Source: an optimization exercise on an open RTL-to-GDS flow (aim: small area, a short achievable clock period and few clock cycles per item). Production flows keep margins and buffers that such runs may drop. RTL that was checked went through simulation tests only; none was proved equivalent to the original. Power is estimated from default activity; no workload was simulated.

==> inputs of run B <==
==> flow/design.v <==
package sme_pkg;
    localparam int STR_DEPTH = 32;
    localparam int PAT_DEPTH = 8;
    typedef logic [7:0] char_t;
    typedef logic [4:0] str_idx_t;
    typedef logic [5:0] str_len_t;
    typedef logic [3:0] pat_len_t;
    localparam char_t HEAD_ANCHOR = 8'h5e;
    localparam char_t TAIL_ANCHOR = 8'h24;
    localparam char_t WILDCARD    = 8'h2e;
    localparam char_t SEPARATOR   = 8'h5f;
endpackage
module sme_char_store #(
    parameter int DEPTH = sme_pkg::STR_DEPTH
) (
    input  logic                           clk,
    input  logic [DEPTH-1:0]               wen,
    input  sme_pkg::char_t                 wdata,
    output sme_pkg::char_t [DEPTH-1:0]     contents
);
    always_ff @(posedge clk)
    begin
        for (int i = 0; i < DEPTH; i++)
        begin
            if (wen[i])
            begin
                contents[i] <= wdata;
            end
        end
    end
endmodule
module sme_loader (
    input  sme_pkg::char_t     chardata,
    input  logic               isstring,
    input  logic               ispattern,
    output logic               str_char,
    output logic               pat_char,
    output logic               is_head,
    output logic               is_tail,
    output logic               is_wild
);
    assign str_char = isstring;
    assign pat_char = ispattern && !isstring;
    assign is_head  = (chardata == sme_pkg::HEAD_ANCHOR);
    assign is_tail  = (chardata == sme_pkg::TAIL_ANCHOR);
    assign is_wild  = (chardata == sme_pkg::WILDCARD);
endmodule
module sme_matcher (
    input  logic                                     clk,
    input  logic                                     reset,
    input  logic                                     str_char,
    input  logic                                     pat_char,
    input  logic                                     is_head,
    input  logic                                     is_tail,
    input  logic                                     is_wild,
    input  sme_pkg::char_t                           chardata,
    input  sme_pkg::char_t [sme_pkg::STR_DEPTH-1:0]  str_chars,
    output logic [sme_pkg::STR_DEPTH-1:0]            str_wen,
    output logic                                     valid,
    output logic                                     match,
    output sme_pkg::str_idx_t                        match_index
);
    typedef enum logic [1:0] {
        R_IDLE,
        R_STRING,
        R_PATTERN,
        R_SLOW
    } run_t;
    run_t               run;
    sme_pkg::str_len_t  slen;
    logic [32:0]        tm_r;        
    logic               tail_next;
    logic               pz_next;
    sme_pkg::str_idx_t  idx_r;
    sme_pkg::pat_len_t  plen;
    logic               pz;          
    logic               tail;
    logic               late;
    logic [3:0]         scnt;        
    logic [32:1]        fvec;
    logic [32:0]        in_str;      
    logic [32:0]        at_end;      
    logic [31:0]        sep;
    logic [31:0]        eqv;
    logic [32:1]        headmask;
    logic [32:0]        headok;
    logic [32:0]        tailmask;
    logic [32:0]        f_all;
    logic [32:0]        res_vec;
    logic               in_pat;
    logic               p_empty;
    logic               p_full;
    logic               job_end;
    logic               res_any;
    logic [5:0]         res_pos;
    logic [4:0]         p_neg;
    logic [4:0]         res_idx;
    assign p_empty = pz;
    assign p_full  = (plen == 4'd8);
    always_comb
    begin
        for (int j = 0; j < 32; j++)
        begin
            in_str[j] = (6'(j) < slen);
            sep[j]    = (str_chars[j] == sme_pkg::SEPARATOR);
            eqv[j]    = in_str[j] && (is_wild || (str_chars[j] == chardata));
        end
        in_str[32] = 1'b0;
        at_end[0] = (slen == 6'd0);
        for (int n = 1; n <= 32; n++)
            at_end[n] = in_str[n-1] && !in_str[n];
        for (int n = 1; n <= 32; n++)
            headmask[n] = sep[n-1] && in_str[n];
        headok[0] = 1'b1;
        for (int n = 1; n <= 32; n++)
            headok[n] = sep[n-1];
        tailmask[0] = at_end[0] || (in_str[0] && sep[0]);
        for (int n = 1; n < 32; n++)
            tailmask[n] = (at_end[n] && !pz_next) || (in_str[n] && sep[n]);
        tailmask[32] = at_end[32] && !pz_next;
    end
    assign tail_next = (run == R_SLOW) ? tail : (pat_char && (tail || is_tail));
    assign pz_next   = (run == R_SLOW) ? pz
                       : pat_char ? (pz && (is_head || is_tail))
                       : !(job_end && late);
    always_ff @(posedge clk)
    begin
        if (run == R_SLOW)
        begin
            tm_r <= {tm_r[31:0], 1'b0};
        end
        else if (job_end && late)
            tm_r <= headok;
        else
            tm_r <= tail_next ? tailmask : '1;
    end
    assign f_all   = {fvec, p_empty};
    assign res_vec = f_all & tm_r;
    always_comb
    begin
        logic [15:0] any1;
        logic [15:0] idx1;
        logic [7:0]  any2;
        logic [1:0]  idx2 [8];
        logic [3:0]  any3;
        logic [2:0]  idx3 [4];
        logic [1:0]  any4;
        logic [3:0]  idx4 [2];
        for (int i = 0; i < 16; i++)
        begin
            any1[i] = res_vec[2*i] || res_vec[2*i+1];
            idx1[i] = !res_vec[2*i];
        end
        for (int i = 0; i < 8; i++)
        begin
            any2[i] = any1[2*i] || any1[2*i+1];
            idx2[i] = any1[2*i] ? {1'b0, idx1[2*i]} : {1'b1, idx1[2*i+1]};
        end
        for (int i = 0; i < 4; i++)
        begin
            any3[i] = any2[2*i] || any2[2*i+1];
            idx3[i] = any2[2*i] ? {1'b0, idx2[2*i]} : {1'b1, idx2[2*i+1]};
        end
        for (int i = 0; i < 2; i++)
        begin
            any4[i] = any3[2*i] || any3[2*i+1];
            idx4[i] = any3[2*i] ? {1'b0, idx3[2*i]} : {1'b1, idx3[2*i+1]};
        end
        res_any = any4[0] || any4[1] || res_vec[32];
        if (any4[0])
            res_pos = {2'b00, idx4[0]};
        else if (any4[1])
            res_pos = {2'b01, idx4[1]};
        else
            res_pos = 6'd32;
    end
    assign in_pat  = (run == R_PATTERN);
    assign job_end = in_pat && !str_char && !pat_char;
    always_comb
    begin
        logic [4:0] g;
        logic [4:0] t;
        logic [4:0] c;
        case (plen)
            4'd0:    p_neg = 5'd0;
            4'd1:    p_neg = 5'd31;
            4'd2:    p_neg = 5'd30;
            4'd3:    p_neg = 5'd29;
            4'd4:    p_neg = 5'd28;
            4'd5:    p_neg = 5'd27;
            4'd6:    p_neg = 5'd26;
            4'd7:    p_neg = 5'd25;
            default: p_neg = 5'd24;
        endcase
        g = res_pos[4:0] & p_neg;
        t = res_pos[4:0] | p_neg;
        c[0] = 1'b0;
        c[1] = g[0];
        c[2] = g[1] | (t[1] & g[0]);
        c[3] = g[2] | (t[2] & g[1]) | (t[2] & t[1] & g[0]);
        c[4] = g[3] | (t[3] & g[2]) | (t[3] & t[2] & g[1]) | (t[3] & t[2] & t[1] & g[0]);
        res_idx = res_pos[4:0] ^ p_neg ^ c;
    end
    always_comb
    begin
        logic first;
        logic wr;
        first = (run != R_STRING);
        wr    = str_char && (run != R_SLOW);
        str_wen[0] = wr && first;
        for (int j = 1; j < 32; j++)
            str_wen[j] = wr && !first && (slen == 6'(j));
    end
    always_ff @(posedge clk or posedge reset)
    begin
        if (reset)
        begin
            run   <= R_IDLE;
            slen  <= '0;
            plen  <= '0;
            pz    <= 1'b1;
            tail  <= 1'b0;
            late  <= 1'b0;
            scnt  <= '0;
            valid <= 1'b0;
        end
        else
        begin
            valid <= 1'b0;
            if (run == R_SLOW)
            begin
                if (scnt != 4'd0)
                begin
                    scnt <= scnt - 4'd1;
                end
                else
                begin
                    valid <= 1'b1;
                    late  <= 1'b0;
                    run   <= R_IDLE;
                end
            end
            else if (pat_char)
            begin
                run <= R_PATTERN;
                if (is_head)
                begin
                    if (!p_empty)
                        late <= 1'b1;
                end
                else if (is_tail)
                begin
                    tail <= 1'b1;
                end
                else if (!p_full)
                begin
                    plen <= plen + 4'd1;
                    pz   <= 1'b0;
                end
            end
            else
            begin
                run  <= R_IDLE;
                plen <= '0;
                pz   <= 1'b1;
                tail <= 1'b0;
                late <= 1'b0;
                if (str_char)
                begin
                    run <= R_STRING;
                    if (run != R_STRING)
                        slen <= 6'd1;
                    else if (slen < 6'd32)
                        slen <= slen + 6'd1;
                end
                else if (job_end)
                begin
                    if (late)
                    begin
                        run  <= R_SLOW;
                        scnt <= plen;
                        plen <= plen;
                        pz   <= pz;
                        late <= 1'b1;
                    end
                    else
                    begin
                        valid <= 1'b1;
                    end
                end
            end
        end
    end
    always_ff @(posedge clk)
    begin
        if (run == R_SLOW)
        begin
            fvec <= fvec;
        end
        else if (pat_char)
        begin
            if (is_head)
            begin
                if (p_empty)
                    fvec <= headmask;
            end
            else if (!is_tail && !p_full)
            begin
                fvec <= f_all[31:0] & eqv;
            end
        end
        else if (job_end && late)
        begin
            fvec <= fvec & tm_r[32:1];
        end
        else
        begin
            fvec <= '1;
        end
    end
    always_ff @(posedge clk)
    begin
        match       <= res_any;
        idx_r       <= res_idx;
    end
    assign match_index = match ? idx_r : 5'd0;
endmodule
module sme_top (
    input  logic              clk,
    input  logic              reset,
    input  sme_pkg::char_t    chardata,
    input  logic              isstring,
    input  logic              ispattern,
    output logic              valid,
    output logic              match,
    output sme_pkg::str_idx_t match_index
);
    logic                                    str_char;
    logic                                    pat_char;
    logic                                    is_head;
    logic                                    is_tail;
    logic                                    is_wild;
    logic [sme_pkg::STR_DEPTH-1:0]           str_wen;
    sme_pkg::char_t [sme_pkg::STR_DEPTH-1:0] str_chars;
    sme_loader loader (
        .chardata  (chardata),
        .isstring  (isstring),
        .ispattern (ispattern),
        .str_char  (str_char),
        .pat_char  (pat_char),
        .is_head   (is_head),
        .is_tail   (is_tail),
        .is_wild   (is_wild)
    );
    sme_char_store #(
        .DEPTH (sme_pkg::STR_DEPTH)
    ) string_store (
        .clk      (clk),
        .wen      (str_wen),
        .wdata    (chardata),
        .contents (str_chars)
    );
    sme_matcher matcher (
        .clk         (clk),
        .reset       (reset),
        .str_char    (str_char),
        .pat_char    (pat_char),
        .is_head     (is_head),
        .is_tail     (is_tail),
        .is_wild     (is_wild),
        .chardata    (chardata),
        .str_chars   (str_chars),
        .str_wen     (str_wen),
        .valid       (valid),
        .match       (match),
        .match_index (match_index)
    );
endmodule
==> flow/run.sh <==
#!/bin/bash
# synth_recipe.tcl (not shown) runs the flow's synth.tcl, then flattens the netlist and writes it again
# the make line also repeats each setting of config.mk as NAME=value (left out here)
make -C /OpenROAD-flow-scripts/flow DESIGN_CONFIG=/design/flow/config.mk WORK_HOME=/design/flow/orfs CLKGATE_MAP_FILE= SYNTH_SCRIPT=/design/flow/synth_recipe.tcl finish
==> flow/config.mk <==
export PLATFORM = sky130hd
export DESIGN_NAME = sme_top
export DESIGN_NICKNAME = sme_top
export VERILOG_FILES = /design/flow/design.v
export SDC_FILE = /design/flow/constraint.sdc
export NUM_CORES = 4
export LEC_CHECK = 0
export CAP_MARGIN = 20
export CORE_MARGIN = 2
export CORE_UTILIZATION = 70
export CTS_BUF_LIST = sky130_fd_sc_hd__clkbuf_8 sky130_fd_sc_hd__clkbuf_16
export CTS_CLUSTER_DIAMETER = 100
export CTS_CLUSTER_SIZE = 20
export SETUP_SLACK_MARGIN = 4.4
export SLEW_MARGIN = 20
==> flow/constraint.sdc <==
create_clock -name core_clock -period 7.0 [get_ports {clk}]
set_input_delay 1.4000 -clock core_clock [delete_from_list [all_inputs] [get_ports {clk}]]
set_output_delay 1.4000 -clock core_clock [all_outputs]
set_load 0.01 [all_outputs]
==> run D: changes against run B <==
--- a/flow/design.v
+++ b/flow/design.v
@@ -129,3 +129,4 @@
         begin
-            tm_r <= {tm_r[31:0], 1'b0};
+            if (scnt != 4'd0)
+                tm_r <= {tm_r[31:0], 1'b0};
         end
--- a/flow/config.mk
+++ b/flow/config.mk
@@ -13,3 +13,3 @@
 export CTS_CLUSTER_SIZE = 20
-export SETUP_SLACK_MARGIN = 4.4
+export SETUP_SLACK_MARGIN = 4.35
 export SLEW_MARGIN = 20
==> comparison table <==
metric                                                      run D            run B
Run status                                         finished clean   finished clean
Worst vdd rail ir drop                                 0.000243 V       0.000238 V
Detailed-route vias per instance                             7.08             6.95
Data required time at the worst endpoint                  5.60 ns          7.29 ns
Number of rows in the core area                                58               57
EDFF count, synth                                             321              288
Setup CP Type                                             reg2out          reg2reg
Mean post-synth cell area                                11.8 µm²         11.6 µm²
Cells on worst reg2reg path                                    10                4
Hold Startpoint                                   matcher.plen[0]  matcher.scnt[1]
Routability congestion estimate                             0.945            0.933
Per-cell routed wire length                               26.3 µm          24.9 µm
Post-layout worst setup margin                            4.25 ns          4.34 ns
Final Util                                                  80.5%            80.8%
Buffers plus inverters on the worst setup path                  3                0
Final Cycle Share                                           39.3%            38.0%
Leak pwr                                                  6.28 nW          6.27 nW
Sequential element share of the synthesized area            57.9%            57.4%
Testbench counts of run B, summed over its fixed seeds: cycles 38,551, jobs 3,200.
Testbench counts of run D, summed over its fixed seeds: cycles 38,551, jobs 3,200.

========
==> 01-27 <==
// sme_top: RTL as listed in full above, without the edits since
clock: 7.0 ns
lec_check: 0
cap_margin: 20
core_margin: 2
core_utilization: 60
cts_buf_list: sky130_fd_sc_hd__clkbuf_8 sky130_fd_sc_hd__clkbuf_16
cts_cluster_diameter: 100
cts_cluster_size: 20
setup_slack_margin: 4.4
slew_margin: 20
run.sh (not shown) runs the stock make flow with config.mk's settings and CLKGATE_MAP_FILE= SYNTH_SCRIPT=/design/flow/synth_recipe.tcl, a recipe that flattens the netlist after the stock synthesis.
==> 03-26: changes against 01-27 <==
--- a/flow/design.v
+++ b/flow/design.v
@@ -129,3 +129,4 @@
         begin
-            tm_r <= {tm_r[31:0], 1'b0};
+            if (scnt != 4'd0)
+                tm_r <= {tm_r[31:0], 1'b0};
         end
Settings changed: SETUP_SLACK_MARGIN 4.4 to 4.2.
==> reports/metrics.csv <==
stage,metric,value,unit
run_status,status,finished clean,
detailed_routing,routed_wl,46800,um
worst_setup_path,r2r_cells,8,
power_and_ir_drop,clockPowerShare,0.273,
That was 01-27.
==> reports/metrics.csv <==
stage,metric,value,unit
final_layout,drive_above_1_share,0.101,
power_and_ir_drop,p_clk,1.22,mW
detailed_routing,routed_wl,46700,um
run_status,status,finished clean,
power_and_ir_drop,clockPowerShare,0.264,
timing,setup_tns,0,ns
worst_setup_path,r2r_cells,5,
That was 03-26.
Testbench counts of 01-27, summed over its fixed seeds: cycles 38,551, jobs 3,200.
Testbench counts of 03-26, summed over its fixed seeds: cycles 38,551, jobs 3,200.

========
==> inputs of v39 <==
RTL: the design.v shown in full above, as it stands there.
export LEC_CHECK = 0
export CAP_MARGIN = 20
export CORE_MARGIN = 2
export CORE_UTILIZATION = 60
export CTS_BUF_LIST = sky130_fd_sc_hd__clkbuf_8 sky130_fd_sc_hd__clkbuf_16
export CTS_CLUSTER_DIAMETER = 100
export CTS_CLUSTER_SIZE = 20
export SETUP_SLACK_MARGIN = 4.2
export SLEW_MARGIN = 20
create_clock -name core_clock -period 7.0 [get_ports {clk}]
==> v28: changes against v39 <==
--- a/flow/design.v
+++ b/flow/design.v
@@ -16,3 +16,4 @@
     input  logic                           clk,
-    input  logic [DEPTH-1:0]               wen,
+    input  logic                           we,
+    input  logic [4:0]                     waddr,
     input  sme_pkg::char_t                 wdata,
@@ -24,3 +25,3 @@
         begin
-            if (wen[i])
+            if (we && (waddr == 5'(i)))
             begin
@@ -57,3 +58,4 @@
     input  sme_pkg::char_t [sme_pkg::STR_DEPTH-1:0]  str_chars,
-    output logic [sme_pkg::STR_DEPTH-1:0]            str_wen,
+    output logic                                     str_we,
+    output sme_pkg::str_idx_t                        str_waddr,
     output logic                                     valid,
@@ -70,14 +72,7 @@
     sme_pkg::str_len_t  slen;
-    logic [32:0]        tm_r;        
-    logic               tail_next;
-    logic               pz_next;
-    sme_pkg::str_idx_t  idx_r;
     sme_pkg::pat_len_t  plen;
-    logic               pz;          
     logic               tail;
     logic               late;
-    logic [3:0]         scnt;        
     logic [32:1]        fvec;
     logic [32:0]        in_str;      
-    logic [32:0]        at_end;      
     logic [31:0]        sep;
@@ -85,3 +80,3 @@
     logic [32:1]        headmask;
-    logic [32:0]        headok;
+    logic [32:1]        headmask1;
     logic [32:0]        tailmask;
@@ -95,5 +90,3 @@
     logic [5:0]         res_pos;
-    logic [4:0]         p_neg;
-    logic [4:0]         res_idx;
-    assign p_empty = pz;
+    assign p_empty = (plen == 4'd0);
     assign p_full  = (plen == 4'd8);
@@ -108,32 +101,14 @@
         in_str[32] = 1'b0;
-        at_end[0] = (slen == 6'd0);
-        for (int n = 1; n <= 32; n++)
-            at_end[n] = in_str[n-1] && !in_str[n];
         for (int n = 1; n <= 32; n++)
             headmask[n] = sep[n-1] && in_str[n];
-        headok[0] = 1'b1;
-        for (int n = 1; n <= 32; n++)
-            headok[n] = sep[n-1];
-        tailmask[0] = at_end[0] || (in_str[0] && sep[0]);
+        headmask1[1] = 1'b1;
+        for (int n = 2; n <= 32; n++)
+            headmask1[n] = sep[n-2];
+        tailmask[0] = !in_str[0] || sep[0];
         for (int n = 1; n < 32; n++)
-            tailmask[n] = (at_end[n] && !pz_next) || (in_str[n] && sep[n]);
-        tailmask[32] = at_end[32] && !pz_next;
-    end
-    assign tail_next = (run == R_SLOW) ? tail : (pat_char && (tail || is_tail));
-    assign pz_next   = (run == R_SLOW) ? pz
-                       : pat_char ? (pz && (is_head || is_tail))
-                       : !(job_end && late);
-    always_ff @(posedge clk)
-    begin
-        if (run == R_SLOW)
-        begin
-            tm_r <= {tm_r[31:0], 1'b0};
-        end
-        else if (job_end && late)
-            tm_r <= headok;
-        else
-            tm_r <= tail_next ? tailmask : '1;
+            tailmask[n] = (!p_empty && in_str[n-1] && !in_str[n]) || (in_str[n] && sep[n]);
+        tailmask[32] = !p_empty && in_str[31];
     end
     assign f_all   = {fvec, p_empty};
-    assign res_vec = f_all & tm_r;
+    assign res_vec = f_all & (tail ? tailmask : '1);
     always_comb
@@ -178,37 +153,5 @@
     assign job_end = in_pat && !str_char && !pat_char;
-    always_comb
-    begin
-        logic [4:0] g;
-        logic [4:0] t;
-        logic [4:0] c;
-        case (plen)
-            4'd0:    p_neg = 5'd0;
-            4'd1:    p_neg = 5'd31;
-            4'd2:    p_neg = 5'd30;
-            4'd3:    p_neg = 5'd29;
-            4'd4:    p_neg = 5'd28;
-            4'd5:    p_neg = 5'd27;
-            4'd6:    p_neg = 5'd26;
-            4'd7:    p_neg = 5'd25;
-            default: p_neg = 5'd24;
-        endcase
-        g = res_pos[4:0] & p_neg;
-        t = res_pos[4:0] | p_neg;
-        c[0] = 1'b0;
-        c[1] = g[0];
-        c[2] = g[1] | (t[1] & g[0]);
-        c[3] = g[2] | (t[2] & g[1]) | (t[2] & t[1] & g[0]);
-        c[4] = g[3] | (t[3] & g[2]) | (t[3] & t[2] & g[1]) | (t[3] & t[2] & t[1] & g[0]);
-        res_idx = res_pos[4:0] ^ p_neg ^ c;
-    end
-    always_comb
-    begin
-        logic first;
-        logic wr;
-        first = (run != R_STRING);
-        wr    = str_char && (run != R_SLOW);
-        str_wen[0] = wr && first;
-        for (int j = 1; j < 32; j++)
-            str_wen[j] = wr && !first && (slen == 6'(j));
-    end
+    assign str_we    = str_char && (run != R_SLOW)
+                       && ((run != R_STRING) || (slen < 6'd32));
+    assign str_waddr = (run == R_STRING) ? slen[4:0] : 5'd0;
     always_ff @(posedge clk or posedge reset)
@@ -220,6 +163,4 @@
             plen  <= '0;
-            pz    <= 1'b1;
             tail  <= 1'b0;
             late  <= 1'b0;
-            scnt  <= '0;
             valid <= 1'b0;
@@ -231,5 +172,10 @@
             begin
-                if (scnt != 4'd0)
+                if (!late)
+                begin
+                    valid <= 1'b1;
+                    run   <= R_IDLE;
+                end
+                else if (plen != 4'd1)
                 begin
-                    scnt <= scnt - 4'd1;
+                    plen <= plen - 4'd1;
                 end
@@ -237,5 +183,3 @@
                 begin
-                    valid <= 1'b1;
-                    late  <= 1'b0;
-                    run   <= R_IDLE;
+                    late <= 1'b0;
                 end
@@ -257,3 +201,2 @@
                     plen <= plen + 4'd1;
-                    pz   <= 1'b0;
                 end
@@ -264,3 +207,2 @@
                 plen <= '0;
-                pz   <= 1'b1;
                 tail <= 1'b0;
@@ -280,5 +222,3 @@
                         run  <= R_SLOW;
-                        scnt <= plen;
                         plen <= plen;
-                        pz   <= pz;
                         late <= 1'b1;
@@ -297,3 +237,9 @@
         begin
-            fvec <= fvec;
+            if (late)
+            begin
+                if (plen != 4'd1)
+                    fvec <= {1'b0, fvec[32:2]};
+                else
+                    fvec <= fvec & headmask1;
+            end
         end
@@ -304,3 +250,3 @@
                 if (p_empty)
-                    fvec <= headmask;
+                    fvec <= fvec & headmask;
             end
@@ -313,3 +259,3 @@
         begin
-            fvec <= fvec & tm_r[32:1];
+            fvec <= res_vec[32:1];
         end
@@ -323,5 +269,4 @@
         match       <= res_any;
-        idx_r       <= res_idx;
+        match_index <= res_any ? 5'(res_pos - 6'(plen)) : 5'd0;
     end
-    assign match_index = match ? idx_r : 5'd0;
 endmodule
@@ -342,3 +287,4 @@
     logic                                    is_wild;
-    logic [sme_pkg::STR_DEPTH-1:0]           str_wen;
+    logic                                    str_we;
+    sme_pkg::str_idx_t                       str_waddr;
     sme_pkg::char_t [sme_pkg::STR_DEPTH-1:0] str_chars;
@@ -358,3 +304,4 @@
         .clk      (clk),
-        .wen      (str_wen),
+        .we       (str_we),
+        .waddr    (str_waddr),
         .wdata    (chardata),
@@ -372,3 +319,4 @@
         .str_chars   (str_chars),
-        .str_wen     (str_wen),
+        .str_we      (str_we),
+        .str_waddr   (str_waddr),
         .valid       (valid),
CORE_UTILIZATION = 40   (was 60)
CTS_BUF_LIST = unset   (was sky130_fd_sc_hd__clkbuf_8 sky130_fd_sc_hd__clkbuf_16)
CTS_CLUSTER_DIAMETER = unset   (was 100)
CTS_CLUSTER_SIZE = unset   (was 20)
SETUP_SLACK_MARGIN = 4   (was 4.2)
==> v14: changes against v39 <==
--- a/flow/design.v
+++ b/flow/design.v
@@ -69,6 +69,5 @@
     run_t               run;
-    sme_pkg::str_len_t  slen;
+    logic [31:0]        sfill;       
     logic [32:0]        tm_r;        
     logic               tail_next;
-    logic               pz_next;
     sme_pkg::str_idx_t  idx_r;
@@ -78,3 +77,2 @@
     logic               late;
-    logic [3:0]         scnt;        
     logic [32:1]        fvec;
@@ -85,3 +83,3 @@
     logic [32:1]        headmask;
-    logic [32:0]        headok;
+    logic [32:1]        headmask1;
     logic [32:0]        tailmask;
@@ -103,3 +101,3 @@
         begin
-            in_str[j] = (6'(j) < slen);
+            in_str[j] = sfill[j];
             sep[j]    = (str_chars[j] == sme_pkg::SEPARATOR);
@@ -108,3 +106,3 @@
         in_str[32] = 1'b0;
-        at_end[0] = (slen == 6'd0);
+        at_end[0] = !sfill[0];
         for (int n = 1; n <= 32; n++)
@@ -113,24 +111,13 @@
             headmask[n] = sep[n-1] && in_str[n];
-        headok[0] = 1'b1;
-        for (int n = 1; n <= 32; n++)
-            headok[n] = sep[n-1];
-        tailmask[0] = at_end[0] || (in_str[0] && sep[0]);
-        for (int n = 1; n < 32; n++)
-            tailmask[n] = (at_end[n] && !pz_next) || (in_str[n] && sep[n]);
-        tailmask[32] = at_end[32] && !pz_next;
+        headmask1[1] = 1'b1;
+        for (int n = 2; n <= 32; n++)
+            headmask1[n] = sep[n-2];
+        for (int n = 0; n < 32; n++)
+            tailmask[n] = at_end[n] || (in_str[n] && sep[n]);
+        tailmask[32] = at_end[32];
     end
     assign tail_next = (run == R_SLOW) ? tail : (pat_char && (tail || is_tail));
-    assign pz_next   = (run == R_SLOW) ? pz
-                       : pat_char ? (pz && (is_head || is_tail))
-                       : !(job_end && late);
     always_ff @(posedge clk)
     begin
-        if (run == R_SLOW)
-        begin
-            tm_r <= {tm_r[31:0], 1'b0};
-        end
-        else if (job_end && late)
-            tm_r <= headok;
-        else
-            tm_r <= tail_next ? tailmask : '1;
+        tm_r <= tail_next ? tailmask : '1;
     end
@@ -211,3 +198,3 @@
         for (int j = 1; j < 32; j++)
-            str_wen[j] = wr && !first && (slen == 6'(j));
+            str_wen[j] = wr && !first && sfill[j-1] && !sfill[j];
     end
@@ -218,3 +205,3 @@
             run   <= R_IDLE;
-            slen  <= '0;
+            sfill <= '0;
             plen  <= '0;
@@ -223,3 +210,2 @@
             late  <= 1'b0;
-            scnt  <= '0;
             valid <= 1'b0;
@@ -231,5 +217,10 @@
             begin
-                if (scnt != 4'd0)
+                if (!late)
+                begin
+                    valid <= 1'b1;
+                    run   <= R_IDLE;
+                end
+                else if (plen != 4'd1)
                 begin
-                    scnt <= scnt - 4'd1;
+                    plen <= plen - 4'd1;
                 end
@@ -237,5 +228,3 @@
                 begin
-                    valid <= 1'b1;
-                    late  <= 1'b0;
-                    run   <= R_IDLE;
+                    late <= 1'b0;
                 end
@@ -271,5 +260,5 @@
                     if (run != R_STRING)
-                        slen <= 6'd1;
-                    else if (slen < 6'd32)
-                        slen <= slen + 6'd1;
+                        sfill <= 32'd1;
+                    else
+                        sfill <= {sfill[30:0], 1'b1};
                 end
@@ -280,3 +269,2 @@
                         run  <= R_SLOW;
-                        scnt <= plen;
                         plen <= plen;
@@ -297,3 +285,9 @@
         begin
-            fvec <= fvec;
+            if (late)
+            begin
+                if (plen != 4'd1)
+                    fvec <= {1'b0, fvec[32:2]};
+                else
+                    fvec <= fvec & headmask1;
+            end
         end
@@ -304,5 +298,10 @@
                 if (p_empty)
-                    fvec <= headmask;
+                    fvec <= fvec & headmask;
+            end
+            else if (is_tail)
+            begin
+                if (p_empty)
+                    fvec <= fvec & in_str[32:1];
             end
-            else if (!is_tail && !p_full)
+            else if (!p_full)
             begin
@@ -313,3 +312,3 @@
         begin
-            fvec <= fvec & tm_r[32:1];
+            fvec <= res_vec[32:1];
         end
CORE_UTILIZATION = 40   (was 60)
CTS_BUF_LIST = unset   (was sky130_fd_sc_hd__clkbuf_8 sky130_fd_sc_hd__clkbuf_16)
CTS_CLUSTER_DIAMETER = unset   (was 100)
CTS_CLUSTER_SIZE = unset   (was 20)
SETUP_SLACK_MARGIN = 4.3   (was 4.2)
==> flow_results.xml <==
<?xml version="1.0" encoding="UTF-8"?>
<metrics>
  <group name="routing">
    <metric name="post_drt_via_cell_ratio" unit="">6.163</metric>
  </group>
  <group name="grt">
    <metric name="use_met1" unit="%">31.13</metric>
  </group>
  <group name="worst_setup_path">
    <metric name="critical-path-top-delay-family" unit="">compound AO/OA/AOI/OAI gates</metric>
  </group>
  <group name="outcome">
    <metric name="run_status" unit="">no timing/DRC/antenna violations</metric>
  </group>
  <group name="sta">
    <metric name="tightestPinTransition" unit="ns">1.001</metric>
    <metric name="final.period_utilization" unit="%">56.03</metric>
  </group>
  <group name="synth">
    <metric name="yosys.cell_types.count" unit="">81</metric>
  </group>
  <group name="layout">
    <metric name="clockBufferCount" unit="">40</metric>
    <metric name="multi_input_comb_cells" unit="">1061</metric>
    <metric name="multiInputGateArea" unit="sq um">8103</metric>
    <metric name="nFillCells" unit="">3624</metric>
  </group>
  <group name="pwr">
    <metric name="power.net_switching" unit="W">0.001363</metric>
  </group>
</metrics>
-- figures above: v28

==> flow_results.xml <==
<?xml version="1.0" encoding="UTF-8"?>
<metrics>
  <group name="layout">
    <metric name="nFillCells" unit="">2191</metric>
    <metric name="clockBufferCount" unit="">21</metric>
    <metric name="multiInputGateArea" unit="sq um">7357</metric>
    <metric name="multi_input_comb_cells" unit="">1049</metric>
  </group>
  <group name="grt">
    <metric name="use_met1" unit="%">43.86</metric>
  </group>
  <group name="routing">
    <metric name="post_drt_via_cell_ratio" unit="">6.519</metric>
  </group>
  <group name="pwr">
    <metric name="power.net_switching" unit="W">0.001295</metric>
  </group>
  <group name="outcome">
    <metric name="run_status" unit="">no timing/DRC/antenna violations</metric>
  </group>
  <group name="sta">
    <metric name="final.period_utilization" unit="%">39.69</metric>
  </group>
</metrics>
-- figures above: v39

==> flow_results.xml <==
<?xml version="1.0" encoding="UTF-8"?>
<metrics>
  <group name="outcome">
    <metric name="run_status" unit="">no timing/DRC/antenna violations</metric>
  </group>
  <group name="pwr">
    <metric name="power.net_switching" unit="W">0.001285</metric>
  </group>
  <group name="layout">
    <metric name="nFillCells" unit="">3801</metric>
    <metric name="multiInputGateArea" unit="sq um">7966</metric>
  </group>
  <group name="sta">
    <metric name="final.period_utilization" unit="%">44.23</metric>
    <metric name="tightestPinTransition" unit="ns">1.065</metric>
  </group>
  <group name="worst_setup_path">
    <metric name="critPathKind" unit="">in2reg</metric>
    <metric name="worstPathArrival" unit="ns">3.49</metric>
    <metric name="critical-path-top-delay-family" unit="">simple AND/OR/NAND/NOR gates</metric>
  </group>
  <group name="clocking">
    <metric name="clock_latency" unit="ns">0.55</metric>
  </group>
  <group name="routing">
    <metric name="post_drt_via_cell_ratio" unit="">5.850</metric>
  </group>
  <group name="grt">
    <metric name="use_met1" unit="%">29.90</metric>
  </group>
  <group name="placed_design">
    <metric name="placedCellCount" unit="">2070</metric>
  </group>
  <group name="synth">
    <metric name="yosys.cell_types.count" unit="">76</metric>
  </group>
</metrics>
-- figures above: v14

Testbench counts of v39, summed over its fixed seeds: cycles 38,551, jobs 3,200.
Testbench counts of v28, summed over its fixed seeds: cycles 38,551, jobs 3,200.
Function not checked in v14: the RTL went through the layout flow alone.

==> static timing again, ports no longer ideal <==
No port has a modelled driver above. Below, the same layouts with a new extraction and two added sets of constraints.
Step 1, drivers: a clkbuf_16 drives clk and a buf_2 each remaining input, both assumed.
Step 2 adds t to the input delays and takes it off the output delays; t is the mean of the earliest and latest rising clock arrival at the registers after step 1. Input paths then give back, and output paths get back, about the clock's delay inside the block.
Slacks: ideal ports / drivers / drivers and shift; pairs: ideal ports / drivers.
| run | shift t [ns] | setup WS [ns] | worst setup path after step 2 | pins driven straight from the clock port |
|---|---|---|---|---|
| run B | 0.585 | 4.342 / 4.342 / 3.767 | input to register | 1 |
| run D | 0.587 | 4.252 / 4.200 / 3.709 | input to register | 1 |
| 01-27 | 0.589 | 4.395 / 4.365 / 3.806 | input to register | 1 |
| 03-26 | 0.586 | 4.245 / 4.246 / 3.680 | input to register | 1 |
| v39 | 0.591 | 4.222 / 4.237 / 3.646 | input to register | 1 |
| v28 | 0.575 | 3.078 / 3.078 / 3.078 | register to register | 1 |
| v14 | 0.596 | 3.904 / 3.816 / 3.220 | input to register | 1 |
After both steps every run listed still meets setup and hold. For v14, which loses most, drivers alone change the setup slack by -0.088 ns; drivers and shift together by -0.684 ns.
